Context: an optimization exercise on an open-source flow, tuned for small area and a short achievable clock period. The choices shown serve that exercise and are no tape-out recipe. Function was checked by simulation only, so behaviour that the tests miss may differ from the original. Power figures rest on the tool's default switching activity, not on a simulated workload.

File: design/flow/design.v
package pwm_multi_pkg;
  localparam logic [1:0] REG_COUNT = 2'd0;
  localparam logic [1:0] REG_ON    = 2'd1;
  localparam logic [1:0] REG_OFF   = 2'd2;
  localparam logic [1:0] REG_CTRL  = 2'd3;
  localparam int CTRL_LEVEL      = 0;
  localparam int CTRL_RUNNING    = 1;
  localparam int CTRL_ONE_SHOT   = 2;
  localparam int CTRL_POS_IRQ_EN = 3;
  localparam int CTRL_NEG_IRQ_EN = 4;
  localparam int CTRL_POS_FLAG   = 5;
  localparam int CTRL_NEG_FLAG   = 6;
  localparam int CTRL_INVERT     = 7;
  localparam logic [7:0] CTRL_RO_MASK  = 8'(1 << CTRL_LEVEL);
  localparam logic [7:0] CTRL_W1C_MASK = 8'((1 << CTRL_POS_FLAG) | (1 << CTRL_NEG_FLAG));
  localparam logic [7:0] CTRL_RW_MASK  = 8'((1 << CTRL_RUNNING) | (1 << CTRL_ONE_SHOT) |
                                            (1 << CTRL_POS_IRQ_EN) | (1 << CTRL_NEG_IRQ_EN) |
                                            (1 << CTRL_INVERT));
  typedef struct packed {
    logic invert;
    logic neg_flag;
    logic pos_flag;
    logic neg_irq_en;
    logic pos_irq_en;
    logic one_shot;
    logic running;
    logic level;
  } ctrl_t;
  function automatic logic ctrl_irq(input ctrl_t c);
    ctrl_irq = (c.pos_flag & c.pos_irq_en) | (c.neg_flag & c.neg_irq_en);
  endfunction
endpackage
module pwm_channel
#(
  parameter int COUNTER_WIDTH = 32
) (
  input  logic        clk_i,
  input  logic        rst_i,
  input  logic        wr_en_i,
  input  logic [1:0]  reg_i,
  input  logic [31:0] wdata_i,
  output logic [31:0] rdata_o,
  output logic        out_o,
  output logic        irq_o
);
  logic [COUNTER_WIDTH-1:0] cnt_q, cnt_d;
  logic [COUNTER_WIDTH-1:0] on_act_q, on_act_d;
  logic [COUNTER_WIDTH-1:0] off_act_q, off_act_d;
  logic [COUNTER_WIDTH-1:0] on_sh_q, on_sh_d;
  logic [COUNTER_WIDTH-1:0] off_sh_q, off_sh_d;
  pwm_multi_pkg::ctrl_t                    ctrl_q, ctrl_d;
  logic [COUNTER_WIDTH-1:0] wval;
  logic [7:0]               wbyte;
  logic                     ctrl_wr;
  logic                     start;
  logic                     stop;
  logic                     pos_set;
  logic                     neg_set;
  logic                     unused_wdata;
  assign wval         = wdata_i[COUNTER_WIDTH-1:0];
  assign wbyte        = wdata_i[7:0];
  assign unused_wdata = ^wdata_i;
  assign ctrl_wr      = wr_en_i && (reg_i == pwm_multi_pkg::REG_CTRL);
  assign start        = ctrl_wr && wbyte[pwm_multi_pkg::CTRL_RUNNING] && !ctrl_q.running;
  assign stop         = ctrl_wr && !wbyte[pwm_multi_pkg::CTRL_RUNNING] && ctrl_q.running;
  always_comb begin
    cnt_d     = cnt_q;
    on_act_d  = on_act_q;
    off_act_d = off_act_q;
    on_sh_d   = on_sh_q;
    off_sh_d  = off_sh_q;
    ctrl_d    = ctrl_q;
    pos_set   = 1'b0;
    neg_set   = 1'b0;
    if (ctrl_wr) begin
      ctrl_d = pwm_multi_pkg::ctrl_t'((ctrl_q & ~pwm_multi_pkg::CTRL_RW_MASK & ~(wbyte & pwm_multi_pkg::CTRL_W1C_MASK)) |
                       (wbyte & pwm_multi_pkg::CTRL_RW_MASK));
    end
    if (start) begin
      on_act_d     = on_sh_q;
      off_act_d    = off_sh_q;
      cnt_d        = on_sh_q;
      ctrl_d.level = 1'b1;
      pos_set      = 1'b1;
    end else if (stop) begin
      ctrl_d.level = 1'b0;
    end else if (ctrl_q.running) begin
      if (cnt_q != '0) begin
        cnt_d = cnt_q - COUNTER_WIDTH'(1);
      end else if (ctrl_q.level) begin
        ctrl_d.level = 1'b0;
        neg_set      = 1'b1;
        if (ctrl_q.one_shot) begin
          ctrl_d.running = 1'b0;
        end else begin
          cnt_d = off_act_q;
        end
      end else begin
        on_act_d     = on_sh_q;
        off_act_d    = off_sh_q;
        cnt_d        = on_sh_q;
        ctrl_d.level = 1'b1;
        pos_set      = 1'b1;
      end
    end else begin
      on_act_d  = on_sh_q;
      off_act_d = off_sh_q;
    end
    if (pos_set) ctrl_d.pos_flag = 1'b1;
    if (neg_set) ctrl_d.neg_flag = 1'b1;
    if (wr_en_i && reg_i == pwm_multi_pkg::REG_ON)    on_sh_d  = wval;
    if (wr_en_i && reg_i == pwm_multi_pkg::REG_OFF)   off_sh_d = wval;
    if (wr_en_i && reg_i == pwm_multi_pkg::REG_COUNT) cnt_d    = wval;
  end
  always_ff @(posedge clk_i) begin
    if (rst_i) begin
      cnt_q     <= '0;
      on_act_q  <= '0;
      off_act_q <= '0;
      on_sh_q   <= '0;
      off_sh_q  <= '0;
      ctrl_q    <= '0;
    end else begin
      cnt_q     <= cnt_d;
      on_act_q  <= on_act_d;
      off_act_q <= off_act_d;
      on_sh_q   <= on_sh_d;
      off_sh_q  <= off_sh_d;
      ctrl_q    <= ctrl_d;
    end
  end
  always_comb begin
    rdata_o = '0;
    case (reg_i)
      pwm_multi_pkg::REG_COUNT: rdata_o = 32'(cnt_q);
      pwm_multi_pkg::REG_ON:    rdata_o = 32'(on_sh_q);
      pwm_multi_pkg::REG_OFF:   rdata_o = 32'(off_sh_q);
      pwm_multi_pkg::REG_CTRL:  rdata_o = {24'd0, ctrl_q};
      default:   rdata_o = '0;
    endcase
  end
  assign out_o = ctrl_q.level ^ ctrl_q.invert;
  assign irq_o = pwm_multi_pkg::ctrl_irq(ctrl_q);
endmodule
module pwm_multi
#(
  parameter int NUM_CHANNELS  = 8,
  parameter int COUNTER_WIDTH = 32,
  localparam int ADDR_W       = $clog2(NUM_CHANNELS) + 2
) (
  input  logic                    csi_clk,
  input  logic                    rsi_reset,
  input  logic [ADDR_W-1:0]       avs_s0_address,
  input  logic                    avs_s0_read,
  input  logic                    avs_s0_write,
  input  logic [31:0]             avs_s0_writedata,
  output logic [31:0]             avs_s0_readdata,
  output logic                    ins_irq_n,
  output logic [NUM_CHANNELS-1:0] coe_conduit_output
);
  localparam int IDX_W  = (ADDR_W > 2) ? ADDR_W - 2 : 1;
  logic [IDX_W-1:0]        ch_idx;
  logic [1:0]              reg_sel;
  logic [NUM_CHANNELS-1:0] wr_en;
  logic [NUM_CHANNELS-1:0] irq_vec;
  logic [31:0]             rdata [NUM_CHANNELS];
  logic [31:0]             rd_mux;
  logic [31:0]             readdata_q;
  assign reg_sel = avs_s0_address[1:0];
  generate
    if (ADDR_W > 2) begin : g_idx
      assign ch_idx = avs_s0_address[ADDR_W-1:2];
    end else begin : g_idx_single
      assign ch_idx = '0;
    end
  endgenerate
  always_comb begin
    wr_en  = '0;
    rd_mux = '0;
    for (int i = 0; i < NUM_CHANNELS; i++) begin
      if (ch_idx == IDX_W'(i)) begin
        wr_en[i] = avs_s0_write;
        rd_mux   = rdata[i];
      end
    end
  end
  generate
    for (genvar g = 0; g < NUM_CHANNELS; g++) begin : g_ch
      pwm_channel #(
        .COUNTER_WIDTH(COUNTER_WIDTH)
      ) u_ch (
        .clk_i   (csi_clk),
        .rst_i   (rsi_reset),
        .wr_en_i (wr_en[g]),
        .reg_i   (reg_sel),
        .wdata_i (avs_s0_writedata),
        .rdata_o (rdata[g]),
        .out_o   (coe_conduit_output[g]),
        .irq_o   (irq_vec[g])
      );
    end
  endgenerate
  always_ff @(posedge csi_clk) begin
    if (rsi_reset) begin
      readdata_q <= '0;
    end else if (avs_s0_read) begin
      readdata_q <= rd_mux;
    end
  end
  assign avs_s0_readdata = readdata_q;
  assign ins_irq_n       = ~|irq_vec;
endmodule
File: design/flow/run.sh
#!/bin/bash
# synth_recipe.tcl (not shown) runs the flow's synth.tcl, then flattens the netlist and writes it again
# the make line also repeats each setting of config.mk as NAME=value (left out here)
make -C /OpenROAD-flow-scripts/flow DESIGN_CONFIG=/design/flow/config.mk WORK_HOME=/design/flow/orfs CLKGATE_MAP_FILE= SYNTH_SCRIPT=/design/flow/synth_recipe.tcl finish
File: design/flow/config.mk
export PLATFORM = sky130hd
export DESIGN_NAME = pwm_multi
export DESIGN_NICKNAME = pwm_multi
export VERILOG_FILES = /design/flow/design.v
export SDC_FILE = /design/flow/constraint.sdc
export NUM_CORES = 4
export LEC_CHECK = 0
export CAP_MARGIN = 20
export CORE_MARGIN = 2
export CORE_UTILIZATION = 40
export SLEW_MARGIN = 20
File: design/flow/constraint.sdc
create_clock -name core_clock -period 5.0 [get_ports {csi_clk}]
set_input_delay 1.0000 -clock core_clock [delete_from_list [all_inputs] [get_ports {csi_clk}]]
set_output_delay 1.0000 -clock core_clock [all_outputs]
set_load 0.01 [all_outputs]
==> results.txt <==
----------------------------------------------------
[Setup path]
  Data required time of the worst path ... about 4000 ps
  Cell with the largest stage delay on the worst path ... a221oi_1
  Highest cell delay on the worst timing path ... 680 ps
  Endpoint kind of the worst setup timing path ... primary output
  Critical path launch point ... g_ch[6].u_ch.ctrl_q[6]$_SDFFE_PP0P_
  Critical path launch point type ... flip-flop
  Max FO, Critical Path ... 3
  CP Data Arrival Time ... roughly 3500 ps
  Critical R2R Launch ... g_ch[0].u_ch.cnt_q[8]$_SDFFE_PP0P_
  Worst setup path class ... flip-flop to primary output
  Cells along the critical path ... a22o_1, a221oi_1, nand3_1, nor2_1, clkdlybuf4s50_1

[Clocking]
  Clock buffer count from CTS ... about 120
  CTS tree ... yes
  Cell at the root of the clock tree ... clkbuf_16
  Postcts setup bufs ... 0
  H-Tree Level Count ... 3
  Total of hold buffers inserted after clock tree synthesis ... 0
  Count of cells resized by post-cts repair ... 0
  Longest Clk Path Bufs ... 3
  Clock sink total ... approximately 1,100
  Latest clock arrival within the worst-skew pair ... roughly 770 ps
  Clock transition at the registers of the reported paths ... around 60 ps

[STA]
  Minimum clock period after layout ... 4520 ps
  Worst-case headroom to the max-slew limit ... 16.7%
  Setup TNS after final layout ... 0 ps
  Highest Clock Rate ... 0.221 GHz
  Final hold vios ... 0
  RSZ-0062 raised after global routing ... no
  Worst Tran Pin Value ... roughly 1200 ps
  Total of endpoints with negative setup slack in the final report ... 0
  Final cycle utilization of the critical path ... around nine tenths
  Number of max-slew violations in the final report ... 0
  Post-route clock skew ... 32.0 ps

[Synth]
  Number of enable flip-flop cells after synthesis ... 0
  Synthesized area ... around 60,000 um^2
  Post-Syn Nets ... around 7,800
  Average size of a mapped cell ... approximately 7.7 um^2
  Cell type contributing the most total cell area after synthesis ... dfxtp_1
  Number of instances in the synthesized netlist ... approximately 7,700
  Main flop type after synthesis ... dfxtp_1
  Cell types occupying the most area after synthesis ... dfxtp_1 (38%), nand2_1 (10%), a21oi_1 (8.7%)
  Area share of the largest cell type after synthesis ... a little under two fifths
  Count of unique library cells instantiated by Yosys ... 96
  Number of storage elements in the synthesis netlist ... 1,120
  Share of flip-flops with an asynchronous set or reset ... 0%
  Ys Warns ... 3
  Sequential-to-total area share from yosys stat ... 37.9%

[Cells and area]
  Register cell area after layout ... between 20,000 and 25,000 um^2
  Most frequent cells in the layout ... nand2_1 (1,601), dfxtp_1 (1,120), a21oi_1 (1,030)
  Final instance area ... between 60,000 and 70,000 um^2
  Nets ... 7,547
  Fill cell count ... about 15,000
  Area occupied by multi-input gates ... roughly 34,000 um^2
  Commonest non-fill, non-tap cell in the layout ... nand2_1
  Layout cells sized above 1 ... a little under a tenth
  Synth-to-layout area growth ... 11.8%

[Global route]
  Total routing usage reported by global routing ... between 30 and 40%
  Number of antenna violations at the first check in global routing ... 18
  Via count of the first global-routing pass ... 55,026
  Wire length of the first global-routing pass ... slightly below 400 mm
  Maximum number of pins on one net before global-route repair ... slightly below 200
  Global-route congestion overflow total ... 0

[Job]
  Max cap viols ... 0

[Place]
  Number of port buffers ... 81
  Instance area at placement ... 62,000 um^2
  HPWL reported at the end of detailed placement ... between 150 and 200 mm
  Last weighted congestion value of the routability-driven placer ... about 1

[Min path]
  Startpoint of the worst hold path ... g_ch[4].u_ch.off_act_q[27]$_SDFFE_PP0P_
  Type of the worst min-delay path ... flip-flop to flip-flop

[Drt]
  Remaining antenna violation count ... 0
  Final Routed Wirelength ... 269 mm
  Number of DRC markers after the initial detailed-route iteration ... 8,638
  Total via count after detailed routing ... 60,972
  Detailed-route wire length per cell ... approximately 28 um
  Vias per Instance ... about 6.4
  Number of DRC violations after detailed routing ... 0
  Router iterations before antenna repair ... 7

[Floorplan]
  Core Box Area ... 147,000 um^2
  Die extent in x ... ~390 um
  IO Count ... 82
  Die Outline Area ... 151,000 um^2
  Std-Cell Rows ... ~140
  Starting utilization of the core area ... 40.2%
  Chip height ... 389 um

[Power]
  Net switching power ... 8.27 mW
  Worst IR Drop VDD ... 0.301 mV
  Internal power of the cells ... roughly 17 mW
  Clock share of power ... 38.3%
  Leakage power figure ... between 20 and 25 nW
  Final total power ... around 25 mW
  Share of total power in sequential cells ... between 30% and 40%
  Power Dens Cells ... about 370 nW/um^2
  Share of total power consumed by net switching ... about a third
  Combinational share of power ... between 20% and 30%

[Status]
  Outcome ... finished clean

----------------------------------------------------
==> sequential cells by signal, indices dropped and copies added, names as in the netlist <==
signal / flops
readdata_q: 32
g_ch.u_ch.cnt_q: 256
g_ch.u_ch.off_sh_q: 256
g_ch.u_ch.ctrl_q: 64
g_ch.u_ch.off_act_q: 256
g_ch.u_ch.on_sh_q: 256
==> metal layers <==
| metal | part of all wire, % | up-vias | GRT usage [%] |
|---|---|---|---|
| li1 | - | 27014 | - |
| met1 | 41 | 29537 | 47.5 |
| met2 | 41 | 3747 | 49.3 |
| met3 | 12 | 656 | 7.73 |
| met4 | 6.1 | 18 | 18.1 |
| met5 | 0.046 | - | 0 |
==> power by group through the flow <==
stage	sequential (mW)	combinational [mW]	clock [mW]
floorplan	9.39	3.84	0
global placement	9.48	5.72	0
detailed placement	9.49	5.75	0
CTS	9.29	5.78	9.53
global route	9.31	6.33	9.88
finish	9.30	5.98	9.49
==> per-stage QoR <==
step	worst slack, ps	utilization (%)	std cells	hold slack (ps)
global placement	201	42.1	9281	438
CTS	660	44.9	9501	451
finish	480	44.9	9507	449
floorplan	1660	-	7697	427
detailed placement	330	42.1	9281	445
global route	520	44.9	9502	468
==> cells by family (layout without fill, tap and decap cells) <==
family / count (synthesis) / count (layout) / synth area share [%]
and+or+nand+nor: 2896 / 2896 / 21.1
AOI/OAI and AO/OA: 2232 / 2232 / 23.6
DFF: 1120 / 1120 / 37.9
buffers and inverters: 795 / 669 / 5.43
muxes: 431 / 431 / 8.49
xor gates and xnor gates: 191 / 191 / 2.83
adders and majority gates: 32 / 32 / 0.677
other: 0 / 6 / 0
==> final cells by class <==
cell class	instances	area share, %
antenna	6	0.0227
clock buffer	172	5.31
clock inverter	48	0.870
inverter	65	0.378
multi-input combinational	5782	51.1
sequential	1120	33.9
tap	1930	3.65
timing repair buffer	384	4.77
==> path summary, 6_finish.rpt <==
check | to | slack (ps) | depth (start not counted)
max | ins_irq_n | 480 | 5
min | g_ch[4].u_ch.off_act_q[27]$_SDFFE_PP0P_ | 450 | 2
max reg2reg | g_ch[0].u_ch.off_act_q[11]$_SDFFE_PP0P_ | 1090 | 7
min reg2reg | g_ch[4].u_ch.off_act_q[27]$_SDFFE_PP0P_ | 450 | 2
==> synthesized netlist by cell type, drive strengths merged (26+ instances only) <==
library cell / instances
clkbuf: 608
ha: 32
nor2: 630
o221ai: 98
dfxtp: 1120
inv: 60
nand3: 118
mux2i: 367
o211ai: 59
or3: 49
o31a: 43
a21oi: 1034
o22ai: 93
a221oi: 77
xor2: 106
nand4: 51
or4: 58
mux4: 56
o31ai: 31
xnor2: 85
a31oi: 62
nor3: 159
buf: 122
nor4: 87
o21ai: 298
a211oi: 189
o32ai: 26
nand2: 1604
==> worst max-delay path: cells and delay by family, from the launching register on <==
kind | cells | cell delay, ps
flip-flops | 1 | 410
buffers and inverters | 1 | 660
AO/OA/AOI/OAI | 2 | 1030
AND/OR/NAND/NOR | 2 | 640

==> afterwards: timing with drivers on the ports <==
The flow's constraints put no driver on any port. The routed layout listed below was extracted and timed again, unchanged, in two steps. Step 1 (the two cells are an assumption about what drives the block):
set clk [get_ports {csi_clk}]
set_driving_cell -lib_cell sky130_fd_sc_hd__clkbuf_16 $clk
set_driving_cell -lib_cell sky130_fd_sc_hd__buf_2 [delete_from_list [all_inputs] $clk]
Step 2 also shifts input and output timing later by t, the mid clock arrival at the registers, as if the neighbouring blocks saw the same clock. Slacks: no drivers / after step 1 / after step 2; pairs: no drivers / after step 1.
t (ns): 0.835
setup slack, ns: 0.480 / 0.397 / 0.075
hold slack, ns: 0.449 / 0.449 / 0.449
worst setup path at the end: input to register
cell pins on the clock port's net: 1
After both steps this run still meets setup and hold. For this run, drivers alone change the setup slack by -0.083 ns; drivers and shift together by -0.405 ns.
